What follows belongs to an exercise in optimizing a design on an open flow for small area; a production flow would make more cautious choices.
Only simulation tests tie the RTL to the original design; equivalence was not proved.
Power figures rest on the tool's default switching activity, not on a simulated workload.

==> flow/design.v <==
`default_nettype none
package scan_pkg;
	typedef struct packed {
		logic [8-1:0] hpf_biasn;
		logic [8-1:0] hpf_biasp;
		logic [8-1:0] ctle_cm_vref;
		logic [8-1:0] abuf_cm_vref;
	} fe_bias_t;
	typedef struct packed {
		logic [2-1:0] sel;
		logic [0:8-1][6-1:0] ctrl;
		logic [8-1:0] ctrln;
		logic [8-1:0] ctrlp;
	} cp16g_t;
	typedef struct packed {
		logic [0:16-1][8-1:0] lane;
	} casc_bias_t;
	typedef struct packed {
		logic [0:16-1][6-1:0] ctrl;
	} cp8g_t;
	typedef struct packed {
		logic [0:16-1][2-1:0] lane;
	} lane_bias2_t;
	typedef struct packed {
		logic [0:8-1][8-1:0] biasn;
		logic [0:8-1][8-1:0] biasp;
	} hpf_bias_t;
	typedef struct packed {
		logic en_div_4to1;
		logic ringosc_en;
		logic [9-1:0] amux;
		logic [16-1:0] sel_clk_inv;
	} misc_ctrl_t;
	typedef struct packed {
		logic [12-1:0] addr;
		logic [128-1:0] data;
	} scan_frame_t;
	typedef enum logic [3:0] {
		CHAIN_FE_BIAS = 4'd0,
		CHAIN_CP16G = 4'd1,
		CHAIN_TNH1_CASC = 4'd2,
		CHAIN_TNH2_CASC = 4'd3,
		CHAIN_CP8G = 4'd4,
		CHAIN_VTC = 4'd5,
		CHAIN_SF = 4'd6,
		CHAIN_TNH2_BIAS = 4'd7,
		CHAIN_HPF = 4'd8,
		CHAIN_MISC = 4'd9,
		CHAIN_TNH1_BIAS = 4'd10,
		CHAIN_NONE = 4'd11
	} scan_chain_e;
endpackage
`default_nettype wire
`timescale 1ns/1ps
`default_nettype none
module scan_shift_frame
(
	input  logic        scan_clk,
	input  logic        rst,
	input  logic        scan_en,
	input  logic        scan_in,
	output scan_pkg::scan_frame_t frame,
	output logic        en_q,
	output logic        en_qq,
	output logic        scan_out
);
	logic [140-1:0] shift_q;
	logic [140-1:0] shift_d;
	logic [140-1:0] shift_in;
	logic shift;
	logic hold;
	assign shift = scan_en & ~rst;
	assign hold = ~scan_en & ~rst;
	assign shift_in = {shift_q[140-2:0], scan_in};
	for (genvar i = 0; i < 140; i++) begin : g_bit
		scan_ao22 u_nxt (
			.a1(shift_in[i]),
			.a2(shift),
			.b1(shift_q[i]),
			.b2(hold),
			.y(shift_d[i])
		);
	end
	always_ff @(posedge scan_clk) begin
		shift_q <= shift_d;
	end
	always_ff @(posedge scan_clk) begin
		en_q <= scan_en & ~rst;
		en_qq <= en_q & ~rst;
	end
	assign frame = shift_q;
	assign scan_out = shift_q[140-1];
endmodule
`default_nettype wire
`timescale 1ns/1ps
`default_nettype none
module scan_addr_decode
(
	input  logic [12-1:0] addr,
	output logic [11-1:0] match
);
	assign match[scan_pkg::CHAIN_FE_BIAS]   = (addr == 12'd300);
	assign match[scan_pkg::CHAIN_CP16G]     = (addr == 12'd100);
	assign match[scan_pkg::CHAIN_TNH1_CASC] = (addr == 12'd500);
	assign match[scan_pkg::CHAIN_TNH2_CASC] = (addr == 12'd800);
	assign match[scan_pkg::CHAIN_CP8G]      = (addr == 12'd200);
	assign match[scan_pkg::CHAIN_VTC]       = (addr == 12'd1000);
	assign match[scan_pkg::CHAIN_SF]        = (addr == 12'd700);
	assign match[scan_pkg::CHAIN_TNH2_BIAS] = (addr == 12'd900);
	assign match[scan_pkg::CHAIN_HPF]       = (addr == 12'd400);
	assign match[scan_pkg::CHAIN_MISC]      = (addr == 12'd1100);
	assign match[scan_pkg::CHAIN_TNH1_BIAS] = (addr == 12'd600);
endmodule
`default_nettype wire
`timescale 1ns/1ps
`default_nettype none
module scan_ao22
(
	input  logic a1,
	input  logic a2,
	input  logic b1,
	input  logic b2,
	output logic y
);
	assign y = (a1 & a2) | (b1 & b2);
endmodule
module scan_oa22
(
	input  logic a1,
	input  logic a2,
	input  logic b1,
	input  logic b2,
	output logic y
);
	assign y = (a1 | a2) & (b1 | b2);
endmodule
module scan_cfg_reg
#(
	parameter int W = 32,
	parameter logic [W-1:0] RST = '0
)
(
	input  logic         scan_clk,
	input  logic [W-1:0] s,
	input  logic         ld,
	input  logic         hd,
	input  logic         ld_n,
	input  logic         hd_n,
	output logic [W-1:0] q
);
	logic [W-1:0] nxt;
	for (genvar i = 0; i < W; i++) begin : g_bit
		if (RST[i]) begin : g_one
			scan_oa22 u_nxt (.a1(s[i]), .a2(ld_n), .b1(q[i]), .b2(hd_n), .y(nxt[i]));
		end else begin : g_zero
			scan_ao22 u_nxt (.a1(s[i]), .a2(ld), .b1(q[i]), .b2(hd), .y(nxt[i]));
		end
	end
	always_ff @(posedge scan_clk) begin
		q <= nxt;
	end
endmodule
module scan_cfg_bank
(
	input  logic                    scan_clk,
	input  logic                    rst,
	input  logic                    en_q,
	input  logic                    en_qq,
	input  logic [128-1:0] data,
	input  logic [11-1:0] match,
	output scan_pkg::fe_bias_t                fe_bias,
	output scan_pkg::cp16g_t                  cp16g,
	output scan_pkg::casc_bias_t              tnh1_casc,
	output scan_pkg::casc_bias_t              tnh2_casc,
	output scan_pkg::cp8g_t                   cp8g,
	output scan_pkg::lane_bias2_t             vtc_bias,
	output scan_pkg::lane_bias2_t             sf_bias,
	output scan_pkg::lane_bias2_t             tnh2_bias,
	output scan_pkg::hpf_bias_t               hpf_bias,
	output scan_pkg::misc_ctrl_t              misc_ctrl,
	output scan_pkg::lane_bias2_t             tnh1_bias
);
	localparam logic [31:0] FE_BIAS_RST = {
		8'd175,  
		8'd175,  
		8'd175,  
		8'd163   
	};
	localparam logic [65:0] CP16G_RST = {
		2'd2,
		6'd38, 6'd36, 6'd42, 6'd40, 6'd32, 6'd36, 6'd20, 6'd18,
		8'd0,
		8'd255
	};
	localparam logic [127:0] TNH1_CASC_RST = {16{8'd165}};
	localparam logic [127:0] TNH2_CASC_RST = {16{8'd128}};
	localparam logic [95:0] CP8G_RST = {
		6'd22, 6'd24, 6'd24, 6'd30, 6'd24, 6'd26, 6'd28, 6'd28,
		6'd26, 6'd26, 6'd26, 6'd26, 6'd18, 6'd26, 6'd26, 6'd28
	};
	localparam logic [31:0] LANE_BIAS2_RST = '0;
	localparam logic [127:0] HPF_RST = {2*8{8'd179}};
	localparam logic [26:0] MISC_RST = {1'b0, 1'b0, 9'd1, 16'd0};
	logic [11-1:0] ld;
	logic [11-1:0] hd;
	assign ld = match & {11{en_qq & ~en_q & ~rst}};
	assign hd = ~ld & {11{~rst}};
	scan_cfg_reg #(.W(32), .RST(FE_BIAS_RST)) u_fe_bias (
		.scan_clk(scan_clk), .s(data[31:0]),
		.ld(ld[scan_pkg::CHAIN_FE_BIAS]), .hd(hd[scan_pkg::CHAIN_FE_BIAS]),
		.ld_n(~ld[scan_pkg::CHAIN_FE_BIAS]), .hd_n(~hd[scan_pkg::CHAIN_FE_BIAS]),
		.q(fe_bias)
	);
	scan_cfg_reg #(.W(66), .RST(CP16G_RST)) u_cp16g (
		.scan_clk(scan_clk), .s(data[65:0]),
		.ld(ld[scan_pkg::CHAIN_CP16G]), .hd(hd[scan_pkg::CHAIN_CP16G]),
		.ld_n(~ld[scan_pkg::CHAIN_CP16G]), .hd_n(~hd[scan_pkg::CHAIN_CP16G]),
		.q(cp16g)
	);
	scan_cfg_reg #(.W(128), .RST(TNH1_CASC_RST)) u_tnh1_casc (
		.scan_clk(scan_clk), .s(data[127:0]),
		.ld(ld[scan_pkg::CHAIN_TNH1_CASC]), .hd(hd[scan_pkg::CHAIN_TNH1_CASC]),
		.ld_n(~ld[scan_pkg::CHAIN_TNH1_CASC]), .hd_n(~hd[scan_pkg::CHAIN_TNH1_CASC]),
		.q(tnh1_casc)
	);
	scan_cfg_reg #(.W(128), .RST(TNH2_CASC_RST)) u_tnh2_casc (
		.scan_clk(scan_clk), .s(data[127:0]),
		.ld(ld[scan_pkg::CHAIN_TNH2_CASC]), .hd(hd[scan_pkg::CHAIN_TNH2_CASC]),
		.ld_n(~ld[scan_pkg::CHAIN_TNH2_CASC]), .hd_n(~hd[scan_pkg::CHAIN_TNH2_CASC]),
		.q(tnh2_casc)
	);
	scan_cfg_reg #(.W(96), .RST(CP8G_RST)) u_cp8g (
		.scan_clk(scan_clk), .s(data[95:0]),
		.ld(ld[scan_pkg::CHAIN_CP8G]), .hd(hd[scan_pkg::CHAIN_CP8G]),
		.ld_n(~ld[scan_pkg::CHAIN_CP8G]), .hd_n(~hd[scan_pkg::CHAIN_CP8G]),
		.q(cp8g)
	);
	scan_cfg_reg #(.W(32), .RST(LANE_BIAS2_RST)) u_vtc_bias (
		.scan_clk(scan_clk), .s(data[31:0]),
		.ld(ld[scan_pkg::CHAIN_VTC]), .hd(hd[scan_pkg::CHAIN_VTC]),
		.ld_n(~ld[scan_pkg::CHAIN_VTC]), .hd_n(~hd[scan_pkg::CHAIN_VTC]),
		.q(vtc_bias)
	);
	scan_cfg_reg #(.W(32), .RST(LANE_BIAS2_RST)) u_sf_bias (
		.scan_clk(scan_clk), .s(data[31:0]),
		.ld(ld[scan_pkg::CHAIN_SF]), .hd(hd[scan_pkg::CHAIN_SF]),
		.ld_n(~ld[scan_pkg::CHAIN_SF]), .hd_n(~hd[scan_pkg::CHAIN_SF]),
		.q(sf_bias)
	);
	scan_cfg_reg #(.W(32), .RST(LANE_BIAS2_RST)) u_tnh2_bias (
		.scan_clk(scan_clk), .s(data[31:0]),
		.ld(ld[scan_pkg::CHAIN_TNH2_BIAS]), .hd(hd[scan_pkg::CHAIN_TNH2_BIAS]),
		.ld_n(~ld[scan_pkg::CHAIN_TNH2_BIAS]), .hd_n(~hd[scan_pkg::CHAIN_TNH2_BIAS]),
		.q(tnh2_bias)
	);
	scan_cfg_reg #(.W(128), .RST(HPF_RST)) u_hpf_bias (
		.scan_clk(scan_clk), .s(data[127:0]),
		.ld(ld[scan_pkg::CHAIN_HPF]), .hd(hd[scan_pkg::CHAIN_HPF]),
		.ld_n(~ld[scan_pkg::CHAIN_HPF]), .hd_n(~hd[scan_pkg::CHAIN_HPF]),
		.q(hpf_bias)
	);
	scan_cfg_reg #(.W(27), .RST(MISC_RST)) u_misc_ctrl (
		.scan_clk(scan_clk), .s(data[26:0]),
		.ld(ld[scan_pkg::CHAIN_MISC]), .hd(hd[scan_pkg::CHAIN_MISC]),
		.ld_n(~ld[scan_pkg::CHAIN_MISC]), .hd_n(~hd[scan_pkg::CHAIN_MISC]),
		.q(misc_ctrl)
	);
	scan_cfg_reg #(.W(32), .RST(LANE_BIAS2_RST)) u_tnh1_bias (
		.scan_clk(scan_clk), .s(data[31:0]),
		.ld(ld[scan_pkg::CHAIN_TNH1_BIAS]), .hd(hd[scan_pkg::CHAIN_TNH1_BIAS]),
		.ld_n(~ld[scan_pkg::CHAIN_TNH1_BIAS]), .hd_n(~hd[scan_pkg::CHAIN_TNH1_BIAS]),
		.q(tnh1_bias)
	);
endmodule
`default_nettype wire
`timescale 1ns/1ps
`default_nettype none
module scan_top
(
	input  logic        scan_clk,
	input  logic        rst,
	input  logic        scan_en,
	input  logic        scan_in,
	output logic        scan_out,
	output logic [31:0]  fe_bias,
	output logic [65:0]  cp16g,
	output logic [127:0] tnh1_casc,
	output logic [127:0] tnh2_casc,
	output logic [95:0]  cp8g,
	output logic [31:0]  vtc_bias,
	output logic [31:0]  sf_bias,
	output logic [31:0]  tnh2_bias,
	output logic [127:0] hpf_bias,
	output logic [26:0]  misc_ctrl,
	output logic [31:0]  tnh1_bias
);
	scan_pkg::scan_frame_t frame;
	logic en_q;
	logic en_qq;
	logic [11-1:0] match;
	scan_shift_frame u_shift_frame (
		.scan_clk(scan_clk),
		.rst(rst),
		.scan_en(scan_en),
		.scan_in(scan_in),
		.frame(frame),
		.en_q(en_q),
		.en_qq(en_qq),
		.scan_out(scan_out)
	);
	scan_addr_decode u_addr_decode (
		.addr(frame.addr),
		.match(match)
	);
	scan_cfg_bank u_cfg_bank (
		.scan_clk(scan_clk),
		.rst(rst),
		.en_q(en_q),
		.en_qq(en_qq),
		.data(frame.data),
		.match(match),
		.fe_bias(fe_bias),
		.cp16g(cp16g),
		.tnh1_casc(tnh1_casc),
		.tnh2_casc(tnh2_casc),
		.cp8g(cp8g),
		.vtc_bias(vtc_bias),
		.sf_bias(sf_bias),
		.tnh2_bias(tnh2_bias),
		.hpf_bias(hpf_bias),
		.misc_ctrl(misc_ctrl),
		.tnh1_bias(tnh1_bias)
	);
endmodule
`default_nettype wire
==> flow/flow/run.sh <==
#!/bin/bash
# The standard ORFS layout (the standard.sh), with two changes:
#  - the input and output ports get the smallest buffer, buf_1, instead of
#    the default pick (clkdlybuf4s50_1)
#  - clock tree synthesis inserts no dummy loads
# Each step's full output goes to a log of its own in this folder.
set -euo pipefail
export BUFFER_PORTS_ARGS="-buffer_cell sky130_fd_sc_hd__buf_1"
export CTS_ARGS="-sink_clustering_enable -repair_clock_nets -dont_use_dummy_load -buf_list {sky130_fd_sc_hd__clkbuf_16} -sink_clustering_size 30 -sink_clustering_max_diameter 60"
bash standard.sh synth > synth.log 2>&1
bash standard.sh floorplan > floorplan.log 2>&1
bash standard.sh place > place.log 2>&1
bash standard.sh cts > cts.log 2>&1
bash standard.sh route > route.log 2>&1
bash standard.sh finish > finish.log 2>&1
==> flow/standard.sh <==
#!/bin/bash
# synth_recipe.tcl (not shown) runs the flow's synth.tcl, then flattens the netlist and writes it again
# the make line also repeats each setting of config.mk as NAME=value (left out here)
make -C /OpenROAD-flow-scripts/flow DESIGN_CONFIG=/design/flow/config.mk WORK_HOME=/design/flow/orfs CLKGATE_MAP_FILE= SYNTH_SCRIPT=/design/flow/synth_recipe.tcl "${@:-finish}"
==> flow/config.mk <==
export PLATFORM = sky130hd
export DESIGN_NAME = scan_top
export DESIGN_NICKNAME = scan_top
export VERILOG_FILES = /design/flow/design.v
export SDC_FILE = /design/flow/constraint.sdc
export NUM_CORES = 4
export LEC_CHECK = 0
export CAP_MARGIN = 20
export CORE_MARGIN = 2
export CORE_UTILIZATION = 60
export PLACE_DENSITY = 0.7
export SLEW_MARGIN = 20
export SYNTH_HIERARCHICAL = 1
==> flow/constraint.sdc <==
create_clock -name core_clock -period 6.0 [get_ports {scan_clk}]
set_input_delay 1.2000 -clock core_clock [delete_from_list [all_inputs] [get_ports {scan_clk}]]
set_output_delay 1.2000 -clock core_clock [all_outputs]
set_load 0.01 [all_outputs]
==> flow_metrics.tcl, run 1 <==
set metrics [dict create \
    whs_path_depth 1 \
    endpoint_kind "flop" \
    hold_path.class "reg2reg" \
    io_buffers 737 \
    fin_crit_sh 0.633 \
    instances_no_fill 3164 \
    seq_power_share 0.646 \
    wl_per_cell_um 30.1 \
    syn_nets 1831 \
    place_area_mm2 0.0295 \
    rows 75 \
    track_usage 0.405 \
    layout_min_cycle_time_ps 3800 \
    cts.path.max_buffers 3 \
    r2r_start "u_shift_frame.shift_q[136]$_DFF_P_" \
    cts_tree "built" \
    core_mm2 0.0421 \
    cts_sinks 875 \
    hold_buffers 0 \
    place_congestion 0.930 \
    slew_violations 0 \
    slew_headroom 0.182 \
    netlist_area_mm2 0.0257 \
    stdcell_area_mm2 0.0305 \
    drtIter0Drc 2787 \
    hold_slack_ps 469 \
    arrival_ps 4350 \
    critPathKind "in2reg" \
    io_pins 738 \
    first_pass_iters 6 \
    dieArea_mm2 0.0445 \
    start_util 0.610 \
    critPathLaunchType "input port" \
    hpwl_um 63000 \
    max_freq_ghz 0.263 \
    critPathMaxFanout 73 \
    grt_pass1_wl_um 134000 \
    syn_inst 1827 \
    grt_setup_unrepaired "false" \
    status "finished clean" \
    p_per_area_mw_per_mm2 295 \
    finalHoldViolCount 0 \
    grt_antenna_before_repair 2 \
    cp.required_ps 6550 \
    grt_max_degree 116 \
    vias 21300 \
    insertion_delay_ps 630 \
    finalSetupTns_ps 0 \
    dieHeight_um 211 \
    cts.htree.levels 2 \
    setup_slack_ps 2200 \
    min_to "u_cfg_bank.u_cp16g.q[26]$_DFF_P_" \
    finalSetupViolCount 0 \
    die_w_um 211 \
    post-place-ws_ps 1640 \
    nNetsFinal 2629 \
    power.internal_mw 7.09 \
    ant_nets 0 \
    gr-total-overflow 0 \
    finClkSkew_ps 66.8 \
    irDropWorstVdd_uv 249 \
    p_leak_nw 11.2 \
    power.switching_mw 1.90 \
    yosys_warnings 15 \
    drive_gt1_frac 0.0389 \
    finalPower_mw 8.99 \
    place_inst 3120 \
    clk_pin_slew_ps 70 \
    hold_start "u_cfg_bank.u_cp16g.q[26]$_DFF_P_" \
    clockRootBuffer "clkbuf_16" \
    combPwrFrac 0.020 \
    numCtsBuffers 42 \
    drc 0 \
    final_cell_mix "dfxtp_1, buf_1, a22o_1" \
    final_core_util 0.724 \
    ctsResizeCount 0 \
    rr_worst_depth 5 \
    post-cts-setup-buffers 0 \
    grt_pass1_vias 19200 \
    maxCapViolations 0 \
    p_clk_frac 0.334 \
    syn_to_final_growth_pct 18.8 \
    switching_share 0.211 \
    r2r_slack_ps 2700 \
    wirelength_um 95200 \
    synth_area_per_cell_um2 14.1 \
    final_common_cell "dfxtp_1" \
    r2r_end "u_cfg_bank.u_tnh1_casc.q[95]$_DFF_P_" \
    avgViaCountPerCell 6.73 \
    worstMarginPinSlew_ps 1230 \
]
==> power by group through the flow <==
| stage | Combinational (mW) | Clock [mW] | Sequential (mW) |
|---|---|---|---|
| floorplan | 0.0901 | 0 | 5.94 |
| global placement | 0.170 | 0 | 5.94 |
| detailed placement | 0.172 | 0 | 5.94 |
| CTS | 0.173 | 3.00 | 5.81 |
| global route | 0.180 | 3.20 | 5.81 |
| finish | 0.176 | 3.00 | 5.81 |
==> per-layer routing <==
layer / track usage / up-vias / routed length (um)
met2: 0.640 / 1434 / 43900
met1: 0.510 / 10600 / 35600
met3: 0.102 / 261 / 9620
met4: 0.226 / 0 / 6070
met5: 0 / - / 0
li1: - / 8988 / -
==> state kept, by name, summed over array words and instances (netlist names) <==
| signal | count |
|---|---|
| u_shift_frame.shift_q | 140 |
| u_cfg_bank.u_hpf_bias.q | 128 |
| u_cfg_bank.u_tnh1_casc.q | 128 |
| u_cfg_bank.u_tnh2_casc.q | 128 |
| u_cfg_bank.u_cp8g.q | 96 |
| u_cfg_bank.u_cp16g.q | 66 |
| u_cfg_bank.u_fe_bias.q | 32 |
| u_cfg_bank.u_sf_bias.q | 32 |
| u_cfg_bank.u_tnh1_bias.q | 32 |
| u_cfg_bank.u_tnh2_bias.q | 32 |
| u_cfg_bank.u_vtc_bias.q | 32 |
| u_cfg_bank.u_misc_ctrl.q | 27 |
| u_shift_frame.en_q | 1 |
| u_shift_frame.en_qq | 1 |
==> critical path: stages <==
cell and delay [ps]:
clkbuf_2 450, nor3b_2 940, and2_4 940, buf_4 550, a22o_1 230
==> area by class of cell <==
type	instances	area, um2
multi-input combinational	944	8290
antenna	2	5.00
clock buffer	42	1050
sequential	875	17500
timing repair buffer	761	2970
inverter	1	3.75
fill	3113	11600
tap	539	674
==> how the worst max path moves through the flow <==
stage,endpoint,slack (ps),cells past startpoint,start
2_1_floorplan,u_cfg_bank.u_tnh2_casc.q[0]$_DFF_P_,110,3,rst
3_3_place_gp,u_cfg_bank.u_tnh2_casc.q[28]$_DFF_P_,1750,5,rst
4_1_cts,u_cfg_bank.u_tnh2_casc.q[82]$_DFF_P_,2260,5,rst
5_1_grt,u_cfg_bank.u_tnh2_casc.q[36]$_DFF_P_,2020,5,rst
6_report,u_cfg_bank.u_tnh2_casc.q[82]$_DFF_P_,2200,5,rst
3_5_place_dp,u_cfg_bank.u_tnh2_casc.q[82]$_DFF_P_,1640,5,rst
==> run 2: changes to the inputs <==
==> flow/flow/run.sh (replaced) <==
#!/bin/bash
# The standard ORFS layout (the standard.sh), with two changes:
#  - the input and output ports get the smallest buffer, buf_1, instead of
#    the default pick (clkdlybuf4s50_1)
#  - clock tree synthesis inserts no dummy loads, uses clkbuf_2/4/8 and
#    clusters of at most 20 sinks
#  - pins may sit one routing track apart, so the die can be smaller
# Each step's full output goes to a log of its own in this folder.
set -euo pipefail
export BUFFER_PORTS_ARGS="-buffer_cell sky130_fd_sc_hd__buf_1"
export PLACE_PINS_ARGS="-min_distance 1 -min_distance_in_tracks"
export CTS_ARGS="-sink_clustering_enable -repair_clock_nets -dont_use_dummy_load -buf_list {sky130_fd_sc_hd__clkbuf_2 sky130_fd_sc_hd__clkbuf_4 sky130_fd_sc_hd__clkbuf_8} -sink_clustering_size 20 -sink_clustering_max_diameter 60"
bash standard.sh synth > synth.log 2>&1
bash standard.sh floorplan > floorplan.log 2>&1
bash standard.sh place > place.log 2>&1
bash standard.sh cts > cts.log 2>&1
bash standard.sh route > route.log 2>&1
bash standard.sh finish > finish.log 2>&1
--- a/flow/config.mk
+++ b/flow/config.mk
@@ -8,6 +8,6 @@
 export CAP_MARGIN = 20
 export CORE_MARGIN = 2
-export CORE_UTILIZATION = 60
-export PLACE_DENSITY = 0.7
+export CORE_UTILIZATION = 75
+export PLACE_DENSITY = 0.85
 export SLEW_MARGIN = 20
 export SYNTH_HIERARCHICAL = 1
==> flow_metrics.tcl, run 2 <==
set metrics [dict create \
    max_freq_ghz 0.281 \
    finalPower_mw 8.40 \
    avgViaCountPerCell 7.37 \
    fin_crit_sh 0.594 \
    layout_min_cycle_time_ps 3560 \
    wirelength_um 94100 \
    post-place-ws_ps 1610 \
    p_leak_nw 11.0 \
    finalHoldViolCount 0 \
    grt_antenna_before_repair 1 \
    core_mm2 0.0336 \
    drtIter0Drc 3083 \
    start_util 0.764 \
    drc 0 \
    setup_slack_ps 2440 \
    clk_pin_slew_ps 110 \
    path_delay_family "simple AND/OR/NAND/NOR gates" \
    hold_buffers 0 \
    syn_inst 1827 \
    final_cell_mix "dfxtp_1, buf_1, a22o_1" \
    nNetsFinal 2634 \
    insertion_delay_ps 650 \
    clockRootBuffer "clkbuf_8" \
    arrival_ps 4120 \
    cts.path.max_buffers 3 \
    grt_pass1_vias 21200 \
    syn_to_final_growth_pct 16.9 \
    dieArea_mm2 0.0357 \
    p_per_area_mw_per_mm2 280 \
    place_inst 3027 \
    finClkSkew_ps 34.4 \
    maxCapViolations 0 \
    wl_per_cell_um 30.6 \
    drive_gt1_frac 0.0411 \
    syn_nets 1831 \
    critPathLaunchType "input port" \
    worstPathCellList "clkbuf_2 -> nor3b_4 -> and2_4 -> buf_4 -> a22o_1" \
    final_common_cell "dfxtp_1" \
    hold_slack_ps 475 \
    finalSetupTns_ps 0 \
    critPathMaxFanout 59 \
    n_antenna_cell 0 \
    hold_path.class "reg2reg" \
    irDropWorstVdd_uv 247 \
    critPathKind "in2reg" \
    place_congestion 0.938 \
    slew_headroom 0.151 \
    track_usage 0.500 \
    hpwl_um 57400 \
    synth_area_per_cell_um2 14.1 \
    yosys_warnings 15 \
    first_pass_iters 6 \
    worstMarginPinSlew_ps 1270 \
    vias 22700 \
    ant_nets 0 \
    gr-total-overflow 0 \
    cp_slowest_stage_delay_ps 890 \
    die_w_um 189 \
    grt_max_degree 118 \
    top_register "u_shift_frame.shift_q" \
    endpoint_kind "flop" \
    cp.required_ps 6560 \
    status "finished clean" \
    io_pins 738 \
    finalSetupViolCount 0 \
    numCtsBuffers 49 \
    rows 67 \
    slew_violations 0 \
    crit_slowest_cell "and2_4" \
    instances_no_fill 3076 \
    netlist_area_mm2 0.0257 \
    grt_pass1_wl_um 136000 \
    cts.htree.levels 2 \
    io_buffers 737 \
    cts_tree "built" \
    grt_setup_unrepaired "false" \
    critPathBufInv 2 \
    largest_register_ffs 140 \
    dieHeight_um 189 \
    post-cts-setup-buffers 0 \
    ctsResizeCount 0 \
    cts_sinks 875 \
]
run 2: path summary, 6_finish.rpt:
| path | cells past startpoint | slack (ps) | start | to |
|---|---|---|---|---|
| min | 1 | 470 | u_cfg_bank.u_tnh2_casc.q[47]$_DFF_P_ | u_cfg_bank.u_tnh2_casc.q[47]$_DFF_P_ |
| max reg2reg | 5 | 2440 | u_shift_frame.shift_q[137]$_DFF_P_ | u_cfg_bank.u_hpf_bias.q[51]$_DFF_P_ |
| max | 5 | 2440 | rst | u_cfg_bank.u_tnh2_casc.q[82]$_DFF_P_ |
| min reg2reg | 1 | 470 | u_cfg_bank.u_tnh2_casc.q[47]$_DFF_P_ | u_cfg_bank.u_tnh2_casc.q[47]$_DFF_P_ |
run 2: routing by layer:
| layer | GRT usage | up-vias | wire (um) |
|---|---|---|---|
| met5 | 0 | - | 0 |
| met4 | 0.325 | 0 | 7070 |
| met3 | 0.241 | 508 | 15900 |
| met2 | 0.716 | 2263 | 39800 |
| met1 | 0.601 | 10900 | 31400 |
| li1 | - | 8967 | - |
run 2: cell type report:
class	instances	area, um2
fillers	1523	3600
inverters	1	3.75
flip-flops and latches	875	17500
well taps	448	561
multi-input cells	944	8290
repair buffers	759	2970
clock buffers	49	674
run 2: per-stage QoR:
stage          cell area, um2   util
2_1_floorplan           25700      -
3_3_place_gp            29300  0.872
3_5_place_dp            29300  0.872
4_1_cts                 30000  0.892
5_1_grt                 30000  0.893
6_report                30000  0.893
run 2: report_power, final:
group | switching (mW) | internal, mW | total [mW]
Sequential | 0.00481 | 5.81 | 5.81
Clock | 1.67 | 0.739 | 2.41
Combinational | 0.155 | 0.0285 | 0.183
Total | 1.83 | 6.57 | 8.40
==> run 3: changes to the inputs <==
==> flow/flow/run.sh (replaced) <==
#!/bin/bash
# The standard ORFS layout (the standard.sh, run step by step), with these
# changes:
#  - the input and output ports get the smallest buffer, buf_1, instead of
#    the default pick (clkdlybuf4s50_1)
#  - clock tree synthesis inserts no dummy loads, uses clkbuf_2/4/8 and
#    clusters of at most 20 sinks within 60 um
# Synthesis is the standard one (standard.sh synth). Each step's full output
# goes to a log of its own in this folder; ORFS keeps each tool's own logs
# under orfs/logs/.
set -euo pipefail
export BUFFER_PORTS_ARGS="-buffer_cell sky130_fd_sc_hd__buf_1"
export CTS_ARGS="-sink_clustering_enable -repair_clock_nets -dont_use_dummy_load -buf_list {sky130_fd_sc_hd__clkbuf_2 sky130_fd_sc_hd__clkbuf_4 sky130_fd_sc_hd__clkbuf_8} -sink_clustering_size 20 -sink_clustering_max_diameter 60"
bash standard.sh synth > synth.log 2>&1
bash standard.sh floorplan > floorplan.log 2>&1
bash standard.sh place > place.log 2>&1
bash standard.sh cts > cts.log 2>&1
bash standard.sh route > route.log 2>&1
bash standard.sh finish > finish.log 2>&1
--- a/flow/config.mk
+++ b/flow/config.mk
@@ -8,6 +8,6 @@
 export CAP_MARGIN = 20
 export CORE_MARGIN = 2
-export CORE_UTILIZATION = 75
-export PLACE_DENSITY = 0.85
+export CORE_UTILIZATION = 60
+export PLACE_DENSITY = 0.7
 export SLEW_MARGIN = 20
 export SYNTH_HIERARCHICAL = 1
==> flow_metrics.tcl, run 3 <==
set metrics [dict create \
    status "finished clean" \
    slew_violations 0 \
    insertion_delay_ps 690 \
    grt_max_degree 116 \
    cts.path.max_buffers 3 \
    seq_power_share 0.689 \
    post-cts-setup-buffers 0 \
    top_register "u_shift_frame.shift_q" \
    finalSetupViolCount 0 \
    syn_to_final_growth_pct 17.4 \
    hold_path.class "reg2reg" \
    first_pass_iters 5 \
    layout_min_cycle_time_ps 3800 \
    max_freq_ghz 0.263 \
    cts_tree "built" \
    grt_antenna_before_repair 2 \
    final_cell_mix "dfxtp_1, buf_1, a22o_1" \
    yosys_warnings 15 \
    avgViaCountPerCell 6.67 \
    wirelength_um 94700 \
    syn_nets 1831 \
    dieHeight_um 211 \
    slew_headroom 0.170 \
    worstPathCellList "clkbuf_2 -> nor3b_2 -> and2_4 -> buf_4 -> a22o_1" \
    critPathKind "in2reg" \
    power.internal_mw 6.59 \
    irDropWorstVdd_uv 228 \
    fin_crit_sh 0.633 \
    stdcell_area_mm2 0.0301 \
    post-place-ws_ps 1640 \
    largest_register_ffs 140 \
    p_leak_nw 11.0 \
    switching_share 0.219 \
    maxCapViolations 0 \
    crit_slowest_cell "and2_4" \
    final_common_cell "dfxtp_1" \
    clk_pin_slew_ps 110 \
    io_buffers 737 \
    finalSetupTns_ps 0 \
    ctsResizeCount 0 \
    syn_inst 1827 \
    track_usage 0.404 \
    netlist_area_mm2 0.0257 \
    dieArea_mm2 0.0445 \
    place_congestion 0.930 \
    nFillCells 3145 \
    place_area_mm2 0.0295 \
    synth_area_per_cell_um2 14.1 \
    numCtsBuffers 50 \
    drtIter0Drc 2511 \
    gr-total-overflow 0 \
    combPwrFrac 0.021 \
    grt_pass1_wl_um 134000 \
    io_pins 738 \
    cp.required_ps 6630 \
    die_w_um 211 \
    grt_pass1_vias 19200 \
    critPathMaxFanout 73 \
    p_per_area_mw_per_mm2 280 \
    wl_per_cell_um 29.9 \
    hold_slack_ps 471 \
    cts.htree.levels 2 \
    drive_gt1_frac 0.0418 \
    finalHoldViolCount 0 \
    critPathLaunchType "input port" \
    start_util 0.610 \
    p_clk_frac 0.290 \
    endpoint_kind "flop" \
    nNetsFinal 2637 \
    hpwl_um 63000 \
    worstMarginPinSlew_ps 1240 \
    rows 75 \
    arrival_ps 4430 \
    cp_slowest_stage_delay_ps 960 \
    setup_slack_ps 2200 \
    finClkSkew_ps 55.0 \
    ant_nets 0 \
    power.switching_mw 1.85 \
    core_mm2 0.0421 \
    hold_buffers 0 \
    vias 21200 \
    clockRootBuffer "clkbuf_8" \
    grt_setup_unrepaired "false" \
    cts_sinks 875 \
    drc 0 \
]
-- run 3: cell type report --
class | instances | area (um2) | share of cell area
antenna | 2 | 5.00 | 0.000166
clock buffer | 50 | 688 | 0.0228
inverter | 1 | 3.75 | 0.000125
multi-input combinational | 944 | 8290 | 0.275
sequential | 875 | 17500 | 0.581
tap | 539 | 674 | 0.0224
timing repair buffer | 761 | 2970 | 0.0986
-- run 3: metal layers --
metal  vias to the layer above  part of all wire  GRT usage
met4                         0             0.068      0.239
met3                       292             0.098      0.101
met5                         -                 0          0
met2                      1389              0.46      0.637
met1                     10500              0.38      0.505
li1                       8976                 -          -
-- run 3: worst paths after layout --
check | slack, ps | cells after the start | to | startpoint
worst max register to register | 2610 | 5 | u_cfg_bank.u_tnh2_casc.q[35]$_DFF_P_ | u_shift_frame.shift_q[132]$_DFF_P_
worst max-delay path | 2200 | 5 | u_cfg_bank.u_tnh2_casc.q[35]$_DFF_P_ | rst
worst min-delay path | 470 | 1 | u_cfg_bank.u_cp16g.q[26]$_DFF_P_ | u_cfg_bank.u_cp16g.q[26]$_DFF_P_
worst min register to register | 470 | 1 | u_cfg_bank.u_cp16g.q[26]$_DFF_P_ | u_cfg_bank.u_cp16g.q[26]$_DFF_P_
-- run 3: stage by stage --
stage / utilization / cells / total power [mW]
after global routing: 0.715 / 3172 / 8.64
after floorplan: - / 1827 / 6.03
final: 0.715 / 3172 / 8.44
after detailed placement: 0.699 / 3120 / 6.12
after global placement: 0.699 / 3120 / 6.11
after CTS: 0.715 / 3170 / 8.43
-- run 3: power by group through the flow --
stage,Combinational (mW),Sequential (mW),Clock [mW]
global placement,0.170,5.94,0
global route,0.180,5.81,2.64
finish,0.176,5.81,2.45
floorplan,0.0901,5.94,0
CTS,0.173,5.81,2.45
detailed placement,0.172,5.94,0
-- run 3: critical path: cells and delay by family --
kind                   cells  cell delay [ps]
buffers and inverters      2             1010
AO/OA/AOI/OAI              1              230
AND/OR/NAND/NOR            2             1910
==> run 4: changes to the inputs <==
--- a/flow/design.v
+++ b/flow/design.v
@@ -68,15 +68,27 @@
 	logic [140-1:0] shift_d;
 	logic [140-1:0] shift_in;
-	logic shift;
-	logic hold;
-	assign shift = scan_en & ~rst;
-	assign hold = ~scan_en & ~rst;
+	localparam int NG = 4;
+	localparam int GS = (140 + NG - 1) / NG;
+	logic en_n;
+	logic rst_n;
+	logic [NG-1:0] shift;
+	logic [NG-1:0] hold;
+	logic [NG-1:0] shift_n;
+	logic [NG-1:0] hold_n;
+	assign en_n = ~scan_en;
+	assign rst_n = ~rst;
+	for (genvar g = 0; g < NG; g++) begin : g_grp
+		scan_nand2 u_shift_n (.a(scan_en), .b(rst_n), .y(shift_n[g]));
+		scan_inv u_shift (.a(shift_n[g]), .y(shift[g]));
+		scan_nand2 u_hold_n (.a(en_n), .b(rst_n), .y(hold_n[g]));
+		scan_inv u_hold (.a(hold_n[g]), .y(hold[g]));
+	end
 	assign shift_in = {shift_q[140-2:0], scan_in};
 	for (genvar i = 0; i < 140; i++) begin : g_bit
 		scan_ao22 u_nxt (
 			.a1(shift_in[i]),
-			.a2(shift),
+			.a2(shift[i / GS]),
 			.b1(shift_q[i]),
-			.b2(hold),
+			.b2(hold[i / GS]),
 			.y(shift_d[i])
 		);
@@ -135,24 +147,51 @@
 	assign y = (a1 | a2) & (b1 | b2);
 endmodule
+module scan_nand2
+(
+	input  logic a,
+	input  logic b,
+	output logic y
+);
+	assign y = ~(a & b);
+endmodule
+module scan_inv
+(
+	input  logic a,
+	output logic y
+);
+	assign y = ~a;
+endmodule
 module scan_cfg_reg
 #(
 	parameter int W = 32,
-	parameter logic [W-1:0] RST = '0
+	parameter logic [W-1:0] RST = '0,
+	parameter int G = 43
 )
 (
 	input  logic         scan_clk,
 	input  logic [W-1:0] s,
-	input  logic         ld,
-	input  logic         hd,
-	input  logic         ld_n,
-	input  logic         hd_n,
+	input  logic         m,
+	input  logic         u,
+	input  logic         rst_n,
 	output logic [W-1:0] q
 );
+	localparam int NG = (W + G - 1) / G;
+	localparam int GS = (W + NG - 1) / NG;
 	logic [W-1:0] nxt;
+	logic [NG-1:0] ld;
+	logic [NG-1:0] hd;
+	logic [NG-1:0] ld_n;
+	logic [NG-1:0] hd_n;
+	for (genvar g = 0; g < NG; g++) begin : g_grp
+		scan_nand2 u_ld_n (.a(m), .b(u), .y(ld_n[g]));
+		scan_inv u_ld (.a(ld_n[g]), .y(ld[g]));
+		scan_nand2 u_hd_n (.a(ld_n[g]), .b(rst_n), .y(hd_n[g]));
+		scan_inv u_hd (.a(hd_n[g]), .y(hd[g]));
+	end
 	for (genvar i = 0; i < W; i++) begin : g_bit
 		if (RST[i]) begin : g_one
-			scan_oa22 u_nxt (.a1(s[i]), .a2(ld_n), .b1(q[i]), .b2(hd_n), .y(nxt[i]));
+			scan_oa22 u_nxt (.a1(s[i]), .a2(ld_n[i / GS]), .b1(q[i]), .b2(hd_n[i / GS]), .y(nxt[i]));
 		end else begin : g_zero
-			scan_ao22 u_nxt (.a1(s[i]), .a2(ld), .b1(q[i]), .b2(hd), .y(nxt[i]));
+			scan_ao22 u_nxt (.a1(s[i]), .a2(ld[i / GS]), .b1(q[i]), .b2(hd[i / GS]), .y(nxt[i]));
 		end
 	end
@@ -202,72 +241,61 @@
 	localparam logic [127:0] HPF_RST = {2*8{8'd179}};
 	localparam logic [26:0] MISC_RST = {1'b0, 1'b0, 9'd1, 16'd0};
-	logic [11-1:0] ld;
-	logic [11-1:0] hd;
-	assign ld = match & {11{en_qq & ~en_q & ~rst}};
-	assign hd = ~ld & {11{~rst}};
+	logic u;
+	logic rst_n;
+	assign u = en_qq & ~en_q & ~rst;
+	assign rst_n = ~rst;
 	scan_cfg_reg #(.W(32), .RST(FE_BIAS_RST)) u_fe_bias (
 		.scan_clk(scan_clk), .s(data[31:0]),
-		.ld(ld[scan_pkg::CHAIN_FE_BIAS]), .hd(hd[scan_pkg::CHAIN_FE_BIAS]),
-		.ld_n(~ld[scan_pkg::CHAIN_FE_BIAS]), .hd_n(~hd[scan_pkg::CHAIN_FE_BIAS]),
+		.m(match[scan_pkg::CHAIN_FE_BIAS]), .u(u), .rst_n(rst_n),
 		.q(fe_bias)
 	);
 	scan_cfg_reg #(.W(66), .RST(CP16G_RST)) u_cp16g (
 		.scan_clk(scan_clk), .s(data[65:0]),
-		.ld(ld[scan_pkg::CHAIN_CP16G]), .hd(hd[scan_pkg::CHAIN_CP16G]),
-		.ld_n(~ld[scan_pkg::CHAIN_CP16G]), .hd_n(~hd[scan_pkg::CHAIN_CP16G]),
+		.m(match[scan_pkg::CHAIN_CP16G]), .u(u), .rst_n(rst_n),
 		.q(cp16g)
 	);
 	scan_cfg_reg #(.W(128), .RST(TNH1_CASC_RST)) u_tnh1_casc (
 		.scan_clk(scan_clk), .s(data[127:0]),
-		.ld(ld[scan_pkg::CHAIN_TNH1_CASC]), .hd(hd[scan_pkg::CHAIN_TNH1_CASC]),
-		.ld_n(~ld[scan_pkg::CHAIN_TNH1_CASC]), .hd_n(~hd[scan_pkg::CHAIN_TNH1_CASC]),
+		.m(match[scan_pkg::CHAIN_TNH1_CASC]), .u(u), .rst_n(rst_n),
 		.q(tnh1_casc)
 	);
 	scan_cfg_reg #(.W(128), .RST(TNH2_CASC_RST)) u_tnh2_casc (
 		.scan_clk(scan_clk), .s(data[127:0]),
-		.ld(ld[scan_pkg::CHAIN_TNH2_CASC]), .hd(hd[scan_pkg::CHAIN_TNH2_CASC]),
-		.ld_n(~ld[scan_pkg::CHAIN_TNH2_CASC]), .hd_n(~hd[scan_pkg::CHAIN_TNH2_CASC]),
+		.m(match[scan_pkg::CHAIN_TNH2_CASC]), .u(u), .rst_n(rst_n),
 		.q(tnh2_casc)
 	);
 	scan_cfg_reg #(.W(96), .RST(CP8G_RST)) u_cp8g (
 		.scan_clk(scan_clk), .s(data[95:0]),
-		.ld(ld[scan_pkg::CHAIN_CP8G]), .hd(hd[scan_pkg::CHAIN_CP8G]),
-		.ld_n(~ld[scan_pkg::CHAIN_CP8G]), .hd_n(~hd[scan_pkg::CHAIN_CP8G]),
+		.m(match[scan_pkg::CHAIN_CP8G]), .u(u), .rst_n(rst_n),
 		.q(cp8g)
 	);
 	scan_cfg_reg #(.W(32), .RST(LANE_BIAS2_RST)) u_vtc_bias (
 		.scan_clk(scan_clk), .s(data[31:0]),
-		.ld(ld[scan_pkg::CHAIN_VTC]), .hd(hd[scan_pkg::CHAIN_VTC]),
-		.ld_n(~ld[scan_pkg::CHAIN_VTC]), .hd_n(~hd[scan_pkg::CHAIN_VTC]),
+		.m(match[scan_pkg::CHAIN_VTC]), .u(u), .rst_n(rst_n),
 		.q(vtc_bias)
 	);
 	scan_cfg_reg #(.W(32), .RST(LANE_BIAS2_RST)) u_sf_bias (
 		.scan_clk(scan_clk), .s(data[31:0]),
-		.ld(ld[scan_pkg::CHAIN_SF]), .hd(hd[scan_pkg::CHAIN_SF]),
-		.ld_n(~ld[scan_pkg::CHAIN_SF]), .hd_n(~hd[scan_pkg::CHAIN_SF]),
+		.m(match[scan_pkg::CHAIN_SF]), .u(u), .rst_n(rst_n),
 		.q(sf_bias)
 	);
 	scan_cfg_reg #(.W(32), .RST(LANE_BIAS2_RST)) u_tnh2_bias (
 		.scan_clk(scan_clk), .s(data[31:0]),
-		.ld(ld[scan_pkg::CHAIN_TNH2_BIAS]), .hd(hd[scan_pkg::CHAIN_TNH2_BIAS]),
-		.ld_n(~ld[scan_pkg::CHAIN_TNH2_BIAS]), .hd_n(~hd[scan_pkg::CHAIN_TNH2_BIAS]),
+		.m(match[scan_pkg::CHAIN_TNH2_BIAS]), .u(u), .rst_n(rst_n),
 		.q(tnh2_bias)
 	);
 	scan_cfg_reg #(.W(128), .RST(HPF_RST)) u_hpf_bias (
 		.scan_clk(scan_clk), .s(data[127:0]),
-		.ld(ld[scan_pkg::CHAIN_HPF]), .hd(hd[scan_pkg::CHAIN_HPF]),
-		.ld_n(~ld[scan_pkg::CHAIN_HPF]), .hd_n(~hd[scan_pkg::CHAIN_HPF]),
+		.m(match[scan_pkg::CHAIN_HPF]), .u(u), .rst_n(rst_n),
 		.q(hpf_bias)
 	);
 	scan_cfg_reg #(.W(27), .RST(MISC_RST)) u_misc_ctrl (
 		.scan_clk(scan_clk), .s(data[26:0]),
-		.ld(ld[scan_pkg::CHAIN_MISC]), .hd(hd[scan_pkg::CHAIN_MISC]),
-		.ld_n(~ld[scan_pkg::CHAIN_MISC]), .hd_n(~hd[scan_pkg::CHAIN_MISC]),
+		.m(match[scan_pkg::CHAIN_MISC]), .u(u), .rst_n(rst_n),
 		.q(misc_ctrl)
 	);
 	scan_cfg_reg #(.W(32), .RST(LANE_BIAS2_RST)) u_tnh1_bias (
 		.scan_clk(scan_clk), .s(data[31:0]),
-		.ld(ld[scan_pkg::CHAIN_TNH1_BIAS]), .hd(hd[scan_pkg::CHAIN_TNH1_BIAS]),
-		.ld_n(~ld[scan_pkg::CHAIN_TNH1_BIAS]), .hd_n(~hd[scan_pkg::CHAIN_TNH1_BIAS]),
+		.m(match[scan_pkg::CHAIN_TNH1_BIAS]), .u(u), .rst_n(rst_n),
 		.q(tnh1_bias)
 	);
--- a/flow/flow/run.sh
+++ b/flow/flow/run.sh
@@ -1,12 +1,8 @@
 #!/bin/bash
-# The standard ORFS layout (the standard.sh, run step by step), with these
-# changes:
+# The standard ORFS layout (the standard.sh), with two changes:
 #  - the input and output ports get the smallest buffer, buf_1, instead of
 #    the default pick (clkdlybuf4s50_1)
-#  - clock tree synthesis inserts no dummy loads, uses clkbuf_2/4/8 and
-#    clusters of at most 20 sinks within 60 um
-# Synthesis is the standard one (standard.sh synth). Each step's full output
-# goes to a log of its own in this folder; ORFS keeps each tool's own logs
-# under orfs/logs/.
+#  - clock tree synthesis inserts no dummy loads
+# Each step's full output goes to a log of its own in this folder.
 set -euo pipefail
 export BUFFER_PORTS_ARGS="-buffer_cell sky130_fd_sc_hd__buf_1"
==> flow_metrics.tcl, run 4 <==
set metrics [dict create \
    status "finished clean" \
    grt_pass1_vias 19400 \
    post-cts-setup-buffers 0 \
    cts_tree "built" \
    ctsResizeCount 0 \
    switching_share 0.219 \
    arrival_ps 4460 \
    worstPathCellList "or4b_4 -> nor4_2 -> nand2_1 -> nand2_1 -> inv_1 -> a22o_1" \
    nNetsFinal 2697 \
    grt_pass1_wl_um 133000 \
    seq_power_share 0.689 \
    synth_common_cells "dfxtp_1, a22o_1, o22a_1" \
    netlist.area_leader.share 0.679 \
    cts.htree.levels 2 \
    syn_inst 1882 \
    critPathMaxFanout 23 \
    irDropWorstVdd_uv 225 \
    hold_path.class "reg2reg" \
    final_cell_mix "dfxtp_1, buf_1, a22o_1" \
    insertion_delay_ps 700 \
    wl_per_cell_um 28.9 \
    synth_edf_count 0 \
    cpMostUsedCell "nand2_1" \
    stdcell_area_mm2 0.0301 \
    crit_slowest_cell "nand2_1" \
    clk_pin_slew_ps 120 \
    netlist_area_mm2 0.0258 \
    cts_sinks 875 \
    yosysUniqueCellTypes 18 \
    p_leak_nw 11.3 \
    io_pins 738 \
    syn_to_final_growth_pct 16.7 \
    hpwl_um 64800 \
    top_register "u_shift_frame.shift_q" \
    ant_nets 0 \
    vias 21300 \
    dieHeight_um 211 \
    async_flop_share 0 \
    synth_area_per_cell_um2 13.7 \
    final_common_cell "dfxtp_1" \
    die_w_um 211 \
    slew_violations 0 \
    power.switching_mw 1.85 \
    gr-total-overflow 0 \
    p_per_area_mw_per_mm2 280 \
    drive_gt1_frac 0.0327 \
    grt_setup_unrepaired "false" \
    fin_crit_sh 0.647 \
    endpoint_kind "flop" \
    finalHoldViolCount 0 \
    synth_most_common_cell "dfxtp_1" \
    critPathLaunchType "flop" \
    rows 75 \
    layout_min_cycle_time_ps 3880 \
    drtIter0Drc 2514 \
    io_buffers 737 \
    core_mm2 0.0422 \
    grt_max_degree 39 \
    p_clk_frac 0.292 \
    hold_buffers 0 \
    finalSetupTns_ps 0 \
    first_pass_iters 6 \
    maxCapViolations 0 \
    yosysSeqAreaShare 0.679 \
    max_freq_ghz 0.258 \
    critPathKind "reg2reg" \
    drc 0 \
    grt_antenna_before_repair 2 \
    place_area_mm2 0.0294 \
    finClkSkew_ps 42.2 \
    ys_ff_latch 875 \
    worstMarginPinSlew_ps 1110 \
    track_usage 0.395 \
    largest_register_ffs 140 \
    finalSetupViolCount 0 \
    place_congestion 0.938 \
    synthTopCellsByArea "dfxtp_1, a22o_1, o22a_1, inv_1, nand2_1" \
    cp.required_ps 6580 \
    combPwrFrac 0.019 \
    cts.path.max_buffers 3 \
    power.internal_mw 6.58 \
    nFillCells 3177 \
    syn_nets 1886 \
    avgViaCountPerCell 6.58 \
    cp_slowest_stage_delay_ps 830 \
    dieArea_mm2 0.0447 \
    ys.flop_type "dfxtp_1" \
    slew_headroom 0.262 \
    start_util 0.611 \
    yosys_warnings 15 \
    numCtsBuffers 50 \
    wirelength_um 93300 \
    clockRootBuffer "clkbuf_8" \
    yosysTopAreaCell "dfxtp_1" \
]
run 4: Yosys stat by module (local to each module, per instance), a selection:
| module | flops+latches | copies in the design | cells inside |
|---|---|---|---|
| scan_inv | 0 | 48 | 1 |
| scan_shift_frame | 142 | 1 | 147 |
| scan_cfg_bank | 0 | 1 | 2 |
| scan_nand2 | 0 | 48 | 1 |
| scan_addr_decode | 0 | 1 | 31 |
| scan_oa22 | 0 | 254 | 1 |
| scan_ao22 | 0 | 619 | 1 |
run 4: stage by stage:
step	total power, mW	utilization	worst slack (ps)	hold WS (ps)	std cells
floorplan	6.03	-	2160	455	1882
global placement	6.09	0.696	2180	443	3176
detailed placement	6.09	0.696	2100	448	3177
CTS	8.41	0.713	2210	472	3227
global route	8.63	0.714	1970	488	3231
finish	8.43	0.714	2120	474	3231
run 4: path summary, 6_finish.rpt:
path                                                         endpoint                             startpoint  slack (ps)  cells after the start
worst max register to register  u_cfg_bank.u_tnh1_casc.q[100]$_DFF_P_     u_shift_frame.shift_q[138]$_DFF_P_        2120                      6
worst max-delay path            u_cfg_bank.u_tnh1_casc.q[100]$_DFF_P_     u_shift_frame.shift_q[138]$_DFF_P_        2120                      6
worst min-delay path            u_cfg_bank.u_tnh2_casc.q[127]$_DFF_P_  u_cfg_bank.u_tnh2_casc.q[127]$_DFF_P_         470                      1
worst min register to register  u_cfg_bank.u_tnh2_casc.q[127]$_DFF_P_  u_cfg_bank.u_tnh2_casc.q[127]$_DFF_P_         470                      1
run 4: cell families (layout without fill, tap and decap cells):
kind of cell    count (synthesis)  count (layout)  synth area share
flops                         875             875             0.679
compound gates                873             873             0.296
simple gates                   81              81            0.0174
buf+inv                        53             862           0.00785
other cells                     0               1                 0
run 4: critical path, delay by kind of cell, from the launching register on:
family,cells,cell delay (ps)
and+or+nand+nor,4,2450
buffers and inverters,1,580
DFF,1,390
AOI/OAI and AO/OA,1,340
run 4: layout make-up:
cell class,instances,area [um2],area share
clock buffer,50,688,0.0228
timing repair buffer,760,2970,0.0984
inverter,52,195,0.00648
multi-input combinational,954,8100,0.269
sequential,875,17500,0.581
antenna,1,2.50,0.0000830
tap,539,674,0.0224
run 4: metal layers:
metal | share of wire | vias to the layer above | GRT usage
met1 | 0.37 | 10600 | 0.483
met3 | 0.11 | 251 | 0.121
met4 | 0.057 | 2 | 0.207
li1 | - | 9100 | -
met5 | 0.00017 | - | 0
met2 | 0.46 | 1353 | 0.632
run 4: power by group through the flow:
stage | clock, mW | combinational [mW] | sequential [mW]
2_1_floorplan | 0 | 0.0901 | 5.94
4_1_cts | 2.45 | 0.151 | 5.81
5_1_grt | 2.66 | 0.164 | 5.81
3_3_place_gp | 0 | 0.147 | 5.94
3_5_place_dp | 0 | 0.151 | 5.94
6_report | 2.46 | 0.157 | 5.81

==> port drivers added, routing unchanged <==
How much do the figures lean on ideal ports? The routed layouts below were timed once more, with nothing changed but the port constraints. Step 1, drivers: a clkbuf_16 drives scan_clk and a buf_2 each remaining input, both assumed. Step 2 times the ports against the registers' clock, not the clock port: input delays grow and output delays shrink by t, the midpoint of the rising clock arrivals with the driver on. Three values: no drivers, after step 1, after step 2; two values: the first two.
run	t, ns	setup WS [ns]	slew at the worst register clock pin (ns)
run 1	0.663	2.200 / 2.209 / 1.546	0.11 / 0.11
run 2	0.685	2.436 / 2.443 / 1.769	0.12 / 0.12
run 3	0.728	2.203 / 2.207 / 1.479	0.12 / 0.12
run 4	0.732	2.121 / 2.121 / 1.978	0.12 / 0.12
After both steps setup and hold are still met in every run listed. For run 3, which loses most, drivers alone change the setup slack by +0.004 ns; drivers and shift together by -0.724 ns.
